This design comes from an exercise in tuning for small area and a short achievable clock period on the open sky130 flow, not from production work.
The RTL was checked by simulation tests, not by an equivalence proof against the original design.
Power is estimated from default activity; no workload was simulated.

Design ep_fifo_top, start of the top module:
module ep_fifo_top (
  input  logic                             fifoClk,
  input  logic                             fifoRstn,
  input  logic                             wr_stb,
  input  logic [ep_fifo_pkg::EP_ID_W-1:0]  wr_ep,
  input  logic [ep_fifo_pkg::BE_W-1:0]     wr_be,
  input  logic [ep_fifo_pkg::DATA_W-1:0]   wr_data,
  input  logic                             rd_stb,
  input  logic [ep_fifo_pkg::EP_ID_W-1:0]  rd_ep,
  output logic                             rd_valid,
  output logic [ep_fifo_pkg::EP_ID_W-1:0]  rd_rsp_ep,
  output logic [ep_fifo_pkg::BE_W-1:0]     rd_rsp_be,
  output logic [ep_fifo_pkg::DATA_W-1:0]   rd_rsp_data,
  output logic [ep_fifo_pkg::NUM_EP-1:0]   ep_empty,
  output logic [ep_fifo_pkg::NUM_EP-1:0]   ep_full,
  output logic [ep_fifo_pkg::NUM_EP-1:0]   ep_almost_full,
  output logic [ep_fifo_pkg::NUM_EP-1:0]   ep_almost_empty
);
Size: about 4400 cells after synthesis, about 99 I/O pins, roughly 0.082 mm2 of cells after synthesis.
Settings: LEC_CHECK=0, ABC_CLOCK_PERIOD_IN_PS=2400, CAP_MARGIN=20, CORE_MARGIN=2, CORE_UTILIZATION=55, CTS_CLUSTER_DIAMETER=60, CTS_CLUSTER_SIZE=24, PLACE_DENSITY=0.7, SETUP_SLACK_MARGIN=2.6, SLEW_MARGIN=20; clock period 5.0 ns.
run.sh (not shown) runs the stock make flow with config.mk's settings and CLKGATE_MAP_FILE= SYNTH_SCRIPT=/design/flow/synth_recipe.tcl, a recipe that flattens the netlist after the stock synthesis.
Testbench counts at the start, summed over its fixed seeds: lat cycles 21,807, reads 21,807.
Edit:
CORE_UTILIZATION = 40   (was 55)
CTS_CLUSTER_DIAMETER = unset   (was 60)
CTS_CLUSTER_SIZE = unset   (was 24)
PLACE_DENSITY = 0.6   (was 0.7)
=> Cell area is higher slightly. Worst setup slack loses 36 ps. Non-clock buffer count decreases by 130.

== run A ==
Another version of the RTL of ep_fifo_top (not shown whole).
For scale: roughly 2200 flip-flops, ~99 I/O pins.
==> flow/config.mk <==
export PLATFORM = sky130hd
export DESIGN_NAME = ep_fifo_top
export DESIGN_NICKNAME = ep_fifo_top
export VERILOG_FILES = /design/flow/design.v
export SDC_FILE = /design/flow/constraint.sdc
export NUM_CORES = 4
export LEC_CHECK = 0
export ABC_CLOCK_PERIOD_IN_PS = 2400
export CAP_MARGIN = 20
export CORE_MARGIN = 2
export CORE_UTILIZATION = 45
export CTS_CLUSTER_DIAMETER = 60
export CTS_CLUSTER_SIZE = 24
export PLACE_DENSITY = 0.6
export SETUP_SLACK_MARGIN = 2.6
export SLEW_MARGIN = 20
==> flow/constraint.sdc <==
create_clock -name core_clock -period 5.0 [get_ports {fifoClk}]
set_input_delay 1.0000 -clock core_clock [delete_from_list [all_inputs] [get_ports {fifoClk}]]
set_output_delay 1.0000 -clock core_clock [all_outputs]
set_load 0.01 [all_outputs]
Every stage of the flow completed for run A, and the final layout passed the timing, DRC and antenna checks.
Testbench counts of run A, summed over its fixed seeds: lat cycles 21,807, reads 21,807.
Relative to run A, the following input files were edited for run B:
diff --git a/flow/config.mk b/flow/config.mk
--- a/flow/config.mk
+++ b/flow/config.mk
@@ -10,7 +10,7 @@
 export CORE_MARGIN = 2
-export CORE_UTILIZATION = 45
+export CORE_UTILIZATION = 65
 export CTS_CLUSTER_DIAMETER = 60
-export CTS_CLUSTER_SIZE = 24
-export PLACE_DENSITY = 0.6
-export SETUP_SLACK_MARGIN = 2.6
+export CTS_CLUSTER_SIZE = 30
+export PLACE_DENSITY = 0.75
+export SETUP_SLACK_MARGIN = 2.5
 export SLEW_MARGIN = 20
--- outcome ---
Run B finished every step from synthesis to the final layout, and the layout passed the timing, DRC and antenna checks. What run A reported for routed wire length on met2 has to be multiplied by 0.872 to get the figure for run B. Delta (run B minus run A): register-to-register slack rose 0.02 ns; site row count fell about 17%; share of total power in combinational logic fell 0.3 points. Looking at run B and run A, the count of vias placed by the detailed router is a wash. [run B vs run A] share of power burned in registers: higher in run B. Relative to run A, amount of wire on met3 after detailed routing has gone up in run B.
The inputs of run C differ from those of run B as listed below.
diff --git a/flow/config.mk b/flow/config.mk
--- a/flow/config.mk
+++ b/flow/config.mk
@@ -10,7 +10,7 @@
 export CORE_MARGIN = 2
-export CORE_UTILIZATION = 65
+export CORE_UTILIZATION = 55
 export CTS_CLUSTER_DIAMETER = 60
-export CTS_CLUSTER_SIZE = 30
-export PLACE_DENSITY = 0.75
-export SETUP_SLACK_MARGIN = 2.5
+export CTS_CLUSTER_SIZE = 24
+export PLACE_DENSITY = 0.7
+export SETUP_SLACK_MARGIN = 2.2
 export SLEW_MARGIN = 20
==> comparison <==
- In run C, the first-pass GRT wire length came out 4000 um below the value in run B.
- [diff] die area, run C relative to run B: regression
- Against run B, run C comes in 0.065 ns lower on worst hold slack.
- Worst setup slack delta (run C − run B): unfavourable
- Changes observed in run C relative to run B: count of clock-buffer cells in the layout +about 8%; multi-input combinational cell count ~0 delta; iteration count of the initial detailed-routing pass -3; area fraction of clock buffers and clock inverters -0.29 points.
- Worst setup path endpoint = rd_rsp_data[4]$_DFF_P_: run B; worst setup path endpoint = rd_rsp_data[7]$_DFF_P_: run C
- Starting density of the core for run C is lower than for run B.
- Summary of run C over run B: detailed route wirelength on metal3 has decreased; non-clock buffer count went down by about 19%.
## Diff of input files: run D against run C
diff --git a/flow/config.mk b/flow/config.mk
--- a/flow/config.mk
+++ b/flow/config.mk
@@ -10,7 +10,7 @@
 export CORE_MARGIN = 2
-export CORE_UTILIZATION = 55
+export CORE_UTILIZATION = 40
 export CTS_CLUSTER_DIAMETER = 60
 export CTS_CLUSTER_SIZE = 24
-export PLACE_DENSITY = 0.7
-export SETUP_SLACK_MARGIN = 2.2
+export PLACE_DENSITY = 0.55
+export SETUP_SLACK_MARGIN = 2.5
 export SLEW_MARGIN = 20
--- outcome ---
Run D: no failed stages, no open violations at the end
Run D has cell depth of the worst setup path above what run C had.
[compare] base=run C new=run D: data arrival time of the worst path has decreased, non-clock buffer count has increased.
Number of clock buffer instances in the layout was lower in run D than in run C.
Run C → run D: transition time at the pin with the least slew margin down 0.066 ns, placer congestion estimate moved down.
Relative to run C, share of final-layout standard cells stronger than drive strength 1 increased by 8.0 points in run D.
Max-slew headroom at the worst pin is higher on run D
Compared with run C, the router placed fewer vias in run D.
Run C has a higher proportion of power drawn by flip-flops and latches than run D.
What run D reported for overall die area has to be multiplied by 0.73 to get the figure for run C.

P:
The RTL this note starts from:
==> flow/design.v <==
package ep_fifo_pkg;
  localparam int DATA_W = 32;
  localparam int BE_W = DATA_W / 8;
  localparam int EP_ID_W = 2;
  localparam int NUM_EP = 1 << EP_ID_W;
  localparam int RAM_AW = 8;
  typedef struct packed {
    logic [EP_ID_W-1:0] ep;
    logic [BE_W-1:0]    be;
    logic [DATA_W-1:0]  data;
  } ep_wr_t;
  typedef struct packed {
    logic               vld;
    logic               wr;
    logic [RAM_AW-1:0]  adr;
    logic [BE_W-1:0]    be;
    logic [DATA_W-1:0]  data;
    logic [EP_ID_W-1:0] ep;
  } ram_req_t;
  typedef struct packed {
    logic [EP_ID_W-1:0] ep;
    logic [BE_W-1:0]    be;
    logic [DATA_W-1:0]  data;
  } ep_rd_rsp_t;
endpackage
`timescale 1ns/1ns
module ep_fifo_top (
  input  logic                             fifoClk,
  input  logic                             fifoRstn,
  input  logic                             wr_stb,
  input  logic [ep_fifo_pkg::EP_ID_W-1:0]  wr_ep,
  input  logic [ep_fifo_pkg::BE_W-1:0]     wr_be,
  input  logic [ep_fifo_pkg::DATA_W-1:0]   wr_data,
  input  logic                             rd_stb,
  input  logic [ep_fifo_pkg::EP_ID_W-1:0]  rd_ep,
  output logic                             rd_valid,
  output logic [ep_fifo_pkg::EP_ID_W-1:0]  rd_rsp_ep,
  output logic [ep_fifo_pkg::BE_W-1:0]     rd_rsp_be,
  output logic [ep_fifo_pkg::DATA_W-1:0]   rd_rsp_data,
  output logic [ep_fifo_pkg::NUM_EP-1:0]   ep_empty,
  output logic [ep_fifo_pkg::NUM_EP-1:0]   ep_full,
  output logic [ep_fifo_pkg::NUM_EP-1:0]   ep_almost_full,
  output logic [ep_fifo_pkg::NUM_EP-1:0]   ep_almost_empty
);
  localparam int NUM_EP = ep_fifo_pkg::NUM_EP;
  localparam int DATA_W = ep_fifo_pkg::DATA_W;
  localparam int BE_W   = ep_fifo_pkg::BE_W;
  localparam int DEPTH  = 16;
  logic [3:0]        wr_ptr  [NUM_EP];
  logic [DEPTH-1:0]  rd_oh   [NUM_EP];    
  logic [4:0]        cnt     [NUM_EP];
  logic [BE_W-1:0]   last_be [NUM_EP];
  logic [NUM_EP-1:0] wr_sel, rd_sel, wr_acc, rd_acc;
  logic [NUM_EP-1:0] not_empty;
  logic [4:0]        cnt_nxt [NUM_EP];
  logic [DATA_W-1:0] mem [NUM_EP][DEPTH];
  logic [DATA_W-1:0] head [NUM_EP];
  for (genvar e = 0; e < NUM_EP; e++) begin : g_ep
    assign wr_sel[e] = wr_stb & (wr_ep == e);
    assign rd_sel[e] = rd_stb & (rd_ep == e);
    assign wr_acc[e] = wr_sel[e] & ~ep_full[e];
    assign rd_acc[e] = rd_sel[e] & not_empty[e];
    assign ep_empty[e] = ~not_empty[e];
    always_comb begin
      cnt_nxt[e] = cnt[e];
      if (wr_acc[e] & ~rd_acc[e]) cnt_nxt[e] = cnt[e] + 5'd1;
      if (rd_acc[e] & ~wr_acc[e]) cnt_nxt[e] = cnt[e] - 5'd1;
    end
    always_ff @(posedge fifoClk or negedge fifoRstn) begin
      if (!fifoRstn) begin
        wr_ptr[e]          <= '0;
        rd_oh[e]           <= DEPTH'(1);
        cnt[e]             <= '0;
        not_empty[e]       <= 1'b0;
        ep_full[e]         <= 1'b0;
        ep_almost_full[e]  <= 1'b0;
        ep_almost_empty[e] <= 1'b0;
      end else begin
        if (wr_acc[e]) wr_ptr[e] <= wr_ptr[e] + 4'd1;
        if (rd_acc[e]) rd_oh[e] <= {rd_oh[e][DEPTH-2:0], rd_oh[e][DEPTH-1]};
        cnt[e]             <= cnt_nxt[e];
        not_empty[e]       <= (cnt_nxt[e] != 5'd0);
        ep_full[e]         <= (cnt_nxt[e] == 5'd16);
        ep_almost_full[e]  <= (cnt_nxt[e] == 5'd15);
        ep_almost_empty[e] <= (cnt_nxt[e] == 5'd1);
      end
    end
    always_ff @(posedge fifoClk) begin
      if (wr_acc[e]) last_be[e] <= wr_be;
    end
    for (genvar s = 0; s < DEPTH; s++) begin : g_slot
      for (genvar b = 0; b < BE_W; b++) begin : g_lane
        always_ff @(posedge fifoClk) begin
          if (wr_acc[e] && wr_ptr[e] == s && wr_be[b])
            mem[e][s][8*b +: 8] <= wr_data[8*b +: 8];
        end
      end
    end
    always_comb begin
      head[e] = '0;
      for (int s = 0; s < DEPTH; s++)
        head[e] = head[e] | ({DATA_W{rd_oh[e][s]}} & mem[e][s]);
    end
  end
  logic [DATA_W-1:0] rsp_data_nxt;
  logic [BE_W-1:0]   rsp_be_nxt;
  always_comb begin
    rsp_data_nxt = '0;
    for (int e = 0; e < NUM_EP; e++)
      rsp_data_nxt = rsp_data_nxt | ({DATA_W{rd_ep == e}} & head[e]);
  end
  assign rsp_be_nxt = (ep_almost_empty[rd_ep] & ~(wr_stb & (wr_ep == rd_ep)))
                      ? last_be[rd_ep] : {BE_W{1'b1}};
  always_ff @(posedge fifoClk or negedge fifoRstn) begin
    if (!fifoRstn) rd_valid <= 1'b0;
    else           rd_valid <= |rd_acc;
  end
  always_ff @(posedge fifoClk) begin
    rd_rsp_ep   <= rd_ep;
    rd_rsp_be   <= rsp_be_nxt;
    rd_rsp_data <= rsp_data_nxt;
  end
endmodule
Settings: LEC_CHECK=0, ABC_CLOCK_PERIOD_IN_PS=2400, CAP_MARGIN=20, CORE_MARGIN=2, CORE_UTILIZATION=55, CTS_BUF_LIST=sky130_fd_sc_hd__clkbuf_8 sky130_fd_sc_hd__clkbuf_16, CTS_CLUSTER_DIAMETER=60, CTS_CLUSTER_SIZE=24, PLACE_DENSITY=0.7, SETUP_SLACK_MARGIN=2.5, SLEW_MARGIN=20; clock period 5.0 ns.
Testbench counts of P, summed over its fixed seeds: lat cycles 21,807, reads 21,807.
What Q does differently from P at the input level:
# P
export LEC_CHECK = 0
export ABC_CLOCK_PERIOD_IN_PS = 2400
export CAP_MARGIN = 20
export CORE_MARGIN = 2
export CORE_UTILIZATION = 55
export CTS_BUF_LIST = sky130_fd_sc_hd__clkbuf_8 sky130_fd_sc_hd__clkbuf_16
export CTS_CLUSTER_DIAMETER = 60
export CTS_CLUSTER_SIZE = 24
export PLACE_DENSITY = 0.7
export SETUP_SLACK_MARGIN = 2.5
export SLEW_MARGIN = 20
create_clock -name core_clock -period 5.0 [get_ports {fifoClk}]
# Q
export LEC_CHECK = 0
export ABC_CLOCK_PERIOD_IN_PS = 2400
export CAP_MARGIN = 20
export CORE_MARGIN = 2
export CORE_UTILIZATION = 55
export CTS_CLUSTER_DIAMETER = 50
export CTS_CLUSTER_SIZE = 20
export PLACE_DENSITY = 0.7
export SETUP_SLACK_MARGIN = 2.5
export SLEW_MARGIN = 20
create_clock -name core_clock -period 5.0 [get_ports {fifoClk}]
Results
Compared with P, in Q met2 capacity usage during global routing increased by 0.42 points relative to the old numbers, clock tree buffer count of the final layout increased by 63 relative to the old numbers.
Looking at overall power after layout across P and Q, the one that comes out lower is P.
Taking P as the reference, in Q worst hold slack fell 0.052 ns, total wire length after detailed routing higher.
diff inputs: Q => R
# Q
export LEC_CHECK = 0
export ABC_CLOCK_PERIOD_IN_PS = 2400
export CAP_MARGIN = 20
export CORE_MARGIN = 2
export CORE_UTILIZATION = 55
export CTS_CLUSTER_DIAMETER = 50
export CTS_CLUSTER_SIZE = 20
export PLACE_DENSITY = 0.7
export SETUP_SLACK_MARGIN = 2.5
export SLEW_MARGIN = 20
create_clock -name core_clock -period 5.0 [get_ports {fifoClk}]
# R
export LEC_CHECK = 0
export ABC_CLOCK_PERIOD_IN_PS = 2400
export CAP_MARGIN = 20
export CORE_MARGIN = 2
export CORE_UTILIZATION = 55
export CTS_CLUSTER_DIAMETER = 60
export CTS_CLUSTER_SIZE = 24
export PLACE_DENSITY = 0.7
export SETUP_SLACK_MARGIN = 2.4
export SLEW_MARGIN = 20
create_clock -name core_clock -period 5.0 [get_ports {fifoClk}]
Q → R: sequential cell area neither gained nor lost much, largest net degree at the start of global routing now sits lower, combinational-cell power consumption now sits lower.
What S does differently from R at the input level:
# R
export LEC_CHECK = 0
export ABC_CLOCK_PERIOD_IN_PS = 2400
export CAP_MARGIN = 20
export CORE_MARGIN = 2
export CORE_UTILIZATION = 55
export CTS_CLUSTER_DIAMETER = 60
export CTS_CLUSTER_SIZE = 24
export PLACE_DENSITY = 0.7
export SETUP_SLACK_MARGIN = 2.4
export SLEW_MARGIN = 20
create_clock -name core_clock -period 5.0 [get_ports {fifoClk}]
# S
export LEC_CHECK = 0
export ABC_CLOCK_PERIOD_IN_PS = 2400
export CAP_MARGIN = 20
export CORE_MARGIN = 2
export CORE_UTILIZATION = 45
export CTS_CLUSTER_DIAMETER = 60
export CTS_CLUSTER_SIZE = 24
export PLACE_DENSITY = 0.6
export SETUP_SLACK_MARGIN = 2.5
export SLEW_MARGIN = 20
create_clock -name core_clock -period 5.0 [get_ports {fifoClk}]
==> comparison <==
Across both runs, non-clock buffer instance count of the final layout was lower for S than for R.
The setup slack of S is larger than that of R.
The weighted congestion reported at the end of routability-driven placement reported for S is smaller than that of R by about 4%.
Row total routed wirelength: S higher / R lower
Number of diodes ends up higher on R.
When S is measured against R, its area of the core region turns out about 22% higher.
Taking R as the reference, in S wire length per cell shows a reduction of about 3.4%; utilization shows a reduction of 11 points; cell area after layout shows an increase of 1.1%; clock input transition at the sequential cells of the worst setup and hold paths shows no meaningful change.
Taking R as the reference point, the switching share of power of S rises by 0.47 points.
Input changes introduced in T (baseline for comparison: S):
# S
export LEC_CHECK = 0
export ABC_CLOCK_PERIOD_IN_PS = 2400
export CAP_MARGIN = 20
export CORE_MARGIN = 2
export CORE_UTILIZATION = 45
export CTS_CLUSTER_DIAMETER = 60
export CTS_CLUSTER_SIZE = 24
export PLACE_DENSITY = 0.6
export SETUP_SLACK_MARGIN = 2.5
export SLEW_MARGIN = 20
create_clock -name core_clock -period 5.0 [get_ports {fifoClk}]
# T
export LEC_CHECK = 0
export ABC_CLOCK_PERIOD_IN_PS = 2400
export CAP_MARGIN = 20
export CORE_MARGIN = 2
export CORE_UTILIZATION = 55
export CTS_CLUSTER_DIAMETER = 60
export CTS_CLUSTER_SIZE = 24
export PLACE_DENSITY = 0.7
export SETUP_SLACK_MARGIN = 2.6
export SLEW_MARGIN = 20
create_clock -name core_clock -period 5.0 [get_ports {fifoClk}]
### Flow results
In summary, T completed successfully, with a layout that passed the timing, DRC and antenna checks. Between S and T, the worst path arrival time is lower for S. In the metrics for S and T, the one carrying the lower relative area of clock buffers and inverters in the final design is T. Diff S -> T: maximum frequency now sits lower; overall power consumption now sits lower; number of fill cells now sits lower; area enclosed by the die boundary now sits lower; final non-filler cell area now sits higher. Routed wire in T totals more than in S. Looking at clock network fraction of total power, T sits 0.8 points below S. Part of the cycle the worst path needs on T is up relative to S.

## port drivers added, routing unchanged
The results above use ideal ports. As a check the final layouts listed here were re-extracted and re-timed, cells and wires unchanged. Step 1 (the two cells are an assumption about what drives the block):
set clk [get_ports {fifoClk}]
set_driving_cell -lib_cell sky130_fd_sc_hd__clkbuf_16 $clk
set_driving_cell -lib_cell sky130_fd_sc_hd__buf_2 [delete_from_list [all_inputs] $clk]
Step 2 also shifts input and output timing later by t, the mid clock arrival at the registers, as if the neighbouring blocks saw the same clock. Slacks: no drivers / after step 1 / after step 2; pairs: no drivers / after step 1.
run | shift t [ns] | setup slack, ns | hold slack, ns | worst register clock-pin slew, ns | worst slew at a driven data input, ns
the first run of note 1 | 0.885 | 2.399 / 2.399 / 1.745 | 0.266 / 0.226 / 0.521 | 0.10 / 0.10 | 0.06
the second run of note 1 | 0.905 | 2.363 / 2.363 / 1.731 | 0.206 / 0.176 / 0.475 | 0.07 / 0.07 | 0.14
run A | 0.876 | 2.238 / 2.238 / 1.727 | 0.251 / 0.208 / 0.541 | 0.10 / 0.10 | 0.12
run B | 0.871 | 2.254 / 2.254 / 1.700 | 0.250 / 0.216 / 0.498 | 0.10 / 0.10 | 0.07
run C | 0.877 | 2.158 / 2.155 / 1.402 | 0.185 / 0.139 / 0.476 | 0.10 / 0.10 | 0.09
run D | 0.863 | 2.422 / 2.422 / 1.673 | 0.291 / 0.252 / 0.489 | 0.10 / 0.10 | 0.13
P | 0.844 | 2.273 / 2.273 / 1.715 | 0.350 / 0.311 / 0.506 | 0.10 / 0.10 | 0.04
Q | 0.884 | 2.366 / 2.366 / 1.658 | 0.298 / 0.260 / 0.504 | 0.09 / 0.09 | 0.04
R | 0.864 | 2.270 / 2.270 / 1.600 | 0.175 / 0.140 / 0.517 | 0.10 / 0.10 | 0.08
S | 0.864 | 2.408 / 2.408 / 1.683 | 0.249 / 0.212 / 0.479 | 0.09 / 0.09 | 0.18
T | 0.870 | 2.357 / 2.357 / 1.929 | 0.302 / 0.253 / 0.491 | 0.10 / 0.10 | 0.06
After both steps setup and hold are still met in every run listed. For run C, which loses most, drivers alone change the setup slack by -0.003 ns; drivers and shift together by -0.756 ns.
